From an optimization exercise on the open Yosys and OpenROAD flow, aimed at small area, a short achievable clock period and few clock cycles per item; shortcuts taken in it are not production practice. The RTL was checked by simulation tests, not by an equivalence proof against the original design. Power is estimated from default activity; no workload was simulated.

==> module fpu_mult_arb, before the edit <==
module fpu_mult_arb
#(
   parameter int NUM_REQ = 4
)(
   input  logic                    clk,
   input  logic                    rst,
   input  logic [NUM_REQ-1:0]      req_valid,
   output logic [NUM_REQ-1:0]      req_ready,
   input  logic [NUM_REQ*FP_W-1:0] req_a,
   input  logic [NUM_REQ*FP_W-1:0] req_b,
   output logic [NUM_REQ-1:0]      rsp_valid,
   input  logic [NUM_REQ-1:0]      rsp_ready,
   output logic [FP_W-1:0]         rsp_data,
   output logic                    busy
);
   localparam int NC = MULT_CUT_W;
   logic [3:0]  r_ptr;       
   logic        r_v1;        
   logic        r_v2;        
   logic [3:0]  r_rdy;       
   logic [3:0]  r_hown;      
   logic        r_kv;        
   logic [3:0]  r_kown;      
   logic        r_busy;
   logic [22:0] r1_ma;
   logic [MULT_B_W-1:0] r1_bs;    
   logic [7:0]  r1_ea, r1_eb;
   logic        r1_s;
   logic [NC-1:0] r2_cut;
   logic [7:0]  r2_e;
   logic        r2_s;
   logic [24:0] r3_hi;           
   logic [7:0]  r3_e;            
   logic        r3_s;
   logic [31:0] r_hdata;         
   logic [31:0] r_kdata;         
   wire [3:0] w_own1 = {r_ptr[0], r_ptr[3:1]};
   wire [3:0] w_own2 = {r_ptr[1:0], r_ptr[3:2]};
   logic [31:0] w_a, w_b;
   always_comb begin
      w_a = '0;
      w_b = '0;
      for (int i = 0; i < 4; i++) begin
         w_a = w_a | (req_a[i*32 +: 32] & {32{r_ptr[i]}});
         w_b = w_b | (req_b[i*32 +: 32] & {32{r_ptr[i]}});
      end
   end
   logic [MULT_B_W-1:0] w_bs;
   fpu_mult_pre u_pre (.mb(w_b[22:0]), .bs(w_bs));
   logic [NC-1:0] w_cut;
   fpu_mult_sa u_sa (.ma(r1_ma), .bs(r1_bs), .cut(w_cut));
   logic [24:0] w_hi;
   fpu_mult_sb u_sb (.cut(r2_cut), .hi(w_hi));
   wire [7:0]  w_e1  = r3_e + 8'd1;
   wire [31:0] w_res = r3_hi[24] ? {r3_s, w_e1, r3_hi[23:1]} : {r3_s, r3_e, r3_hi[22:0]};
   wire w_taken = |(r_hown & rsp_ready);
   wire w_hfree = ~(|r_hown) | w_taken;
   wire w_acc   = |r_rdy;
   wire w_kv_n  = w_hfree ? (r_kv & w_acc) : (r_kv | w_acc);
   wire w_drop  = r_v2 & w_kv_n;       
   always_ff @(posedge clk or posedge rst) begin
      if (rst) begin
         r_ptr  <= 4'b0001;
         r_v1   <= 1'b0;
         r_v2   <= 1'b0;
         r_rdy  <= '0;
         r_hown <= '0;
         r_kv   <= 1'b0;
         r_kown <= '0;
         r_busy <= 1'b0;
      end else begin
         if (w_hfree) begin
            if (r_kv) begin
               r_hown <= r_kown;
               r_kown <= r_rdy;
            end else begin
               r_hown <= r_rdy;
            end
         end else if (w_acc) begin
            r_kown <= r_rdy;
         end
         r_kv   <= w_kv_n;
         r_busy <= ~w_hfree | r_kv | w_acc;
         if (w_drop) begin
            r_v1  <= 1'b0;
            r_v2  <= 1'b0;
            r_rdy <= '0;
            r_ptr <= w_own2;
         end else begin
            r_v1  <= |(req_valid & r_ptr);
            r_v2  <= r_v1;
            r_rdy <= {4{r_v2}} & w_own2;
            r_ptr <= {r_ptr[2:0], r_ptr[3]};
         end
      end
   end
   always_ff @(posedge clk) begin
      r1_ma  <= w_a[22:0];
      r1_bs  <= w_bs;
      r1_ea  <= w_a[30:23];
      r1_eb  <= w_b[30:23];
      r1_s   <= w_a[31] ^ w_b[31];
      r2_cut <= w_cut;
      r2_e   <= r1_ea + r1_eb + 8'd129;    
      r2_s   <= r1_s;
      r3_hi  <= w_hi;
      r3_e   <= r2_e;
      r3_s   <= r2_s;
      if (w_hfree)
         r_hdata <= r_kv ? r_kdata : w_res;
      if (~(r_kv & ~w_hfree))
         r_kdata <= w_res;
   end
   assign req_ready = r_rdy;
   assign rsp_valid = r_hown;
   assign rsp_data  = r_hdata;
   assign busy      = r_busy;
endmodule
clock: 9.0 ns
lec_check: 0
cap_margin: 20
core_margin: 2
core_utilization: 60
slew_margin: 20
synth_hierarchical: 1
synth_minimum_keep_size: 0
standard.sh (not shown) runs the stock make flow with config.mk's settings and CLKGATE_MAP_FILE= SYNTH_SCRIPT=/design/flow/synth_recipe.tcl, a recipe that flattens the netlist after the stock synthesis.
==> flow/flow/run.sh <==
#!/bin/bash
# Layout flow: the standard layout (standard.sh: the standard synthesis,
# floorplan, power grid, placement, CTS and routing, all unchanged) with two
# settings of how the layout is made:
#   - every input and output port still gets its own buffer, but a
#     sky130_fd_sc_hd__buf_1 instead of the delay cell buffer_ports picks;
set -euo pipefail
MARGIN=5.8
cd "$(dirname "$0")/.."
bash standard.sh "BUFFER_PORTS_ARGS=-buffer_cell sky130_fd_sc_hd__buf_1" \
   "SETUP_SLACK_MARGIN=$MARGIN" finish > standard.log 2>&1
Testbench counts at the start, summed over its fixed seeds: cycles 3,232, items 3,200.
Then changed:
--- a/flow/design.v
+++ b/flow/design.v
@@ -1726,11 +1726,11 @@
    logic        r1_s;
    logic [NC-1:0] r2_cut;
    logic [7:0]  r2_e;
    logic        r2_s;
    logic [24:0] r3_hi;           
-   logic [7:0]  r3_e;            
+   logic [7:0]  r3_e, r3_e1;     
    logic        r3_s;
    logic [31:0] r_hdata;         
    logic [31:0] r_kdata;         
    wire [3:0] w_own1 = {r_ptr[0], r_ptr[3:1]};
    wire [3:0] w_own2 = {r_ptr[1:0], r_ptr[3:2]};
@@ -1747,12 +1747,11 @@
    fpu_mult_pre u_pre (.mb(w_b[22:0]), .bs(w_bs));
    logic [NC-1:0] w_cut;
    fpu_mult_sa u_sa (.ma(r1_ma), .bs(r1_bs), .cut(w_cut));
    logic [24:0] w_hi;
    fpu_mult_sb u_sb (.cut(r2_cut), .hi(w_hi));
-   wire [7:0]  w_e1  = r3_e + 8'd1;
-   wire [31:0] w_res = r3_hi[24] ? {r3_s, w_e1, r3_hi[23:1]} : {r3_s, r3_e, r3_hi[22:0]};
+   wire [31:0] w_res = r3_hi[24] ? {r3_s, r3_e1, r3_hi[23:1]} : {r3_s, r3_e, r3_hi[22:0]};
    wire w_taken = |(r_hown & rsp_ready);
    wire w_hfree = ~(|r_hown) | w_taken;
    wire w_acc   = |r_rdy;
    wire w_kv_n  = w_hfree ? (r_kv & w_acc) : (r_kv | w_acc);
    wire w_drop  = r_v2 & w_kv_n;       
@@ -1801,10 +1800,11 @@
       r2_cut <= w_cut;
       r2_e   <= r1_ea + r1_eb + 8'd129;    
       r2_s   <= r1_s;
       r3_hi  <= w_hi;
       r3_e   <= r2_e;
+      r3_e1  <= r2_e + 8'd1;
       r3_s   <= r2_s;
       if (w_hfree)
          r_hdata <= r_kv ? r_kdata : w_res;
       if (~(r_kv & ~w_hfree))
          r_kdata <= w_res;
Global-route usage fell by 2.6 points.
Hold slack gains 0.0061 ns.
Final area came out higher by 1.1%.
Die area came out higher by 0.90%.
Via count went down by about 2.6%.
Synthesized area rises by about 0.9%.
Critical path depth came out higher by 4.
Final cell count rises by about 0.9%.
Wire length decreases by 8.9%.
Fmax is higher by about 1%.
Power went up by about 130%.
Clock power rose by about 8%.
Testbench counts after the change, summed over its fixed seeds: cycles 3,232, items 3,200.

* * *

Another version of the RTL of fpu_mult_arb (not shown whole).
Size: about 1900 cells after synthesis, roughly 270 flip-flops, about 0.023 mm2 of cells after synthesis.
==> module fpu_mult_arb, before the edit <==
module fpu_mult_arb
#(
   parameter int NUM_REQ = 4
)(
   input  logic                    clk,
   input  logic                    rst,
   input  logic [NUM_REQ-1:0]      req_valid,
   output logic [NUM_REQ-1:0]      req_ready,
   input  logic [NUM_REQ*FP_W-1:0] req_a,
   input  logic [NUM_REQ*FP_W-1:0] req_b,
   output logic [NUM_REQ-1:0]      rsp_valid,
   input  logic [NUM_REQ-1:0]      rsp_ready,
   output logic [FP_W-1:0]         rsp_data,
   output logic                    busy
);
   localparam int NC = MULT_CUT_W;
   logic [3:0]  r_ptr;       
   logic        r_v1;        
   logic        r_v2;        
   logic [3:0]  r_rdy;       
   logic        r_park;      
   logic [3:0]  r_pown;      
   logic [3:0]  r_hown;      
   logic        r_busy;
   logic [22:0] r1_ma;
   logic [MULT_B_W-1:0] r1_bs;    
   logic [7:0]  r1_e;
   logic        r1_s;
   logic [NC-1:0] r2_cut;
   logic [7:0]  r2_e;
   logic        r2_s;
   logic [24:0] r3_hi;           
   logic [7:0]  r3_e;            
   logic        r3_s;
   logic [31:0] r_hdata;         
   wire [3:0] w_own1 = {r_ptr[0], r_ptr[3:1]};
   wire [3:0] w_own2 = {r_ptr[1:0], r_ptr[3:2]};
   logic [31:0] w_a, w_b;
   always_comb begin
      w_a = '0;
      w_b = '0;
      for (int i = 0; i < 4; i++) begin
         w_a = w_a | (req_a[i*32 +: 32] & {32{r_ptr[i]}});
         w_b = w_b | (req_b[i*32 +: 32] & {32{r_ptr[i]}});
      end
   end
   logic [MULT_B_W-1:0] w_bs;
   fpu_mult_pre u_pre (.mb(w_b[22:0]), .bs(w_bs));
   logic [NC-1:0] w_cut;
   fpu_mult_sa u_sa (.ma(r1_ma), .bs(r1_bs), .cut(w_cut));
   logic [24:0] w_hi;
   fpu_mult_sb u_sb (.cut(r2_cut), .hi(w_hi));
   wire [7:0]  w_e1  = r3_e + 8'd1;
   wire [31:0] w_res = r3_hi[24] ? {r3_s, w_e1, r3_hi[23:1]} : {r3_s, r3_e, r3_hi[22:0]};
   wire       w_taken = |(r_hown & rsp_ready);
   wire       w_hfree = ~(|r_hown) | w_taken;
   wire       w_s3    = (|r_rdy) | r_park;           
   wire [3:0] w_s3own = r_park ? r_pown : r_rdy;
   wire       w_hold  = w_s3 & ~w_hfree;             
   wire       w_drop  = r_v2 & w_hold;
   always_ff @(posedge clk or posedge rst) begin
      if (rst) begin
         r_ptr  <= 4'b0001;
         r_v1   <= 1'b0;
         r_v2   <= 1'b0;
         r_rdy  <= '0;
         r_park <= 1'b0;
         r_pown <= '0;
         r_hown <= '0;
         r_busy <= 1'b0;
      end else begin
         if (w_hfree)
            r_hown <= w_s3 ? w_s3own : 4'b0;
         r_park <= w_hold;
         if (w_hold)
            r_pown <= w_s3own;
         r_busy <= w_s3 | ~w_hfree;
         if (w_drop) begin
            r_v1  <= 1'b0;
            r_v2  <= 1'b0;
            r_rdy <= '0;
            r_ptr <= w_own2;
         end else begin
            r_v1  <= |(req_valid & r_ptr);
            r_v2  <= r_v1;
            r_rdy <= w_hold ? 4'b0 : ({4{r_v2}} & w_own2);
            r_ptr <= {r_ptr[2:0], r_ptr[3]};
         end
      end
   end
   always_ff @(posedge clk) begin
      r1_ma  <= w_a[22:0];
      r1_bs  <= w_bs;
      r1_e   <= w_a[30:23] + w_b[30:23] + 8'd129;    
      r1_s   <= w_a[31] ^ w_b[31];
      r2_cut <= w_cut;
      r2_e   <= r1_e;
      r2_s   <= r1_s;
      if (~w_hold) begin
         r3_hi <= w_hi;
         r3_e  <= r2_e;
         r3_s  <= r2_s;
      end
      if (w_hfree)
         r_hdata <= w_res;
   end
   assign req_ready = r_rdy;
   assign rsp_valid = r_hown;
   assign rsp_data  = r_hdata;
   assign busy      = r_busy;
endmodule
Settings: LEC_CHECK=0, CAP_MARGIN=0, CORE_MARGIN=2, CORE_UTILIZATION=60, SLEW_MARGIN=0, SYNTH_HIERARCHICAL=1, SYNTH_MINIMUM_KEEP_SIZE=0, TNS_END_PERCENT=0; clock period 9.0 ns.
Scripts as last shown in full above: flow/flow/run.sh
Testbench counts at the start, summed over its fixed seeds: cycles 3,232, items 3,200.
==> next run, changes <==
--- a/flow/design.v
+++ b/flow/design.v
@@ -1722,7 +1722,7 @@
    logic        r_busy;
    logic [22:0] r1_ma;
    logic [MULT_B_W-1:0] r1_bs;    
-   logic [7:0]  r1_e;
+   logic [7:0]  r1_ea, r1_eb;
    logic        r1_s;
    logic [NC-1:0] r2_cut;
    logic [7:0]  r2_e;
@@ -1789,10 +1789,11 @@
    always_ff @(posedge clk) begin
       r1_ma  <= w_a[22:0];
       r1_bs  <= w_bs;
-      r1_e   <= w_a[30:23] + w_b[30:23] + 8'd129;    
+      r1_ea  <= w_a[30:23];
+      r1_eb  <= w_b[30:23];
       r1_s   <= w_a[31] ^ w_b[31];
       r2_cut <= w_cut;
-      r2_e   <= r1_e;
+      r2_e   <= r1_ea + r1_eb + 8'd129;    
       r2_s   <= r1_s;
       if (~w_hold) begin
          r3_hi <= w_hi;
After rerunning:
- The new run finished clean
- setup slack got worse by 0.017 ns
- hold slack improved by 0.017 ns
- cell count stays flat
- clock-buffer cell count goes up by 7
- first-iteration DRC count goes down slightly
- synthesized cell count goes up slightly
- global-route usage stays flat
- routed wire length goes up slightly
- combinational power goes up by a few percent
- core utilization goes up by 0.32 points
- fmax goes down slightly
- sequential share of layout area goes up by 0.59 points
- design area goes up slightly
- power is about the same
Testbench counts after the change, summed over its fixed seeds: cycles 3,232, items 3,200.

[afterwards: timing with drivers on the ports]
The flow's constraints put no driver on any port. The routed layouts listed below were extracted and timed again, unchanged, in two steps.
Step 1 (the two cells are an assumption about what drives the block):
set clk [get_ports {clk}]
set_driving_cell -lib_cell sky130_fd_sc_hd__clkbuf_16 $clk
set_driving_cell -lib_cell sky130_fd_sc_hd__buf_2 [delete_from_list [all_inputs] $clk]
Step 2 also shifts input and output timing later by t, the mid clock arrival at the registers, as if the neighbouring blocks saw the same clock.
Three values: ideal, step 1, step 2; two values: the first two.
run | t, ns | setup slack, ns | cell pins on the clock port's net
the first run of note 1 | 0.603 | 5.801 / 5.801 / 5.445 | 1
the second run of note 1 | 0.603 | 5.833 / 5.833 / 5.559 | 1
the first run of note 2 | 0.639 | 5.759 / 5.759 / 5.237 | 1
the second run of note 2 | 0.643 | 5.742 / 5.742 / 5.416 | 1
After both steps every run listed still meets setup and hold. For the first run of note 2, which loses most, drivers alone change the setup slack by 0.000 ns; drivers and shift together by -0.522 ns.
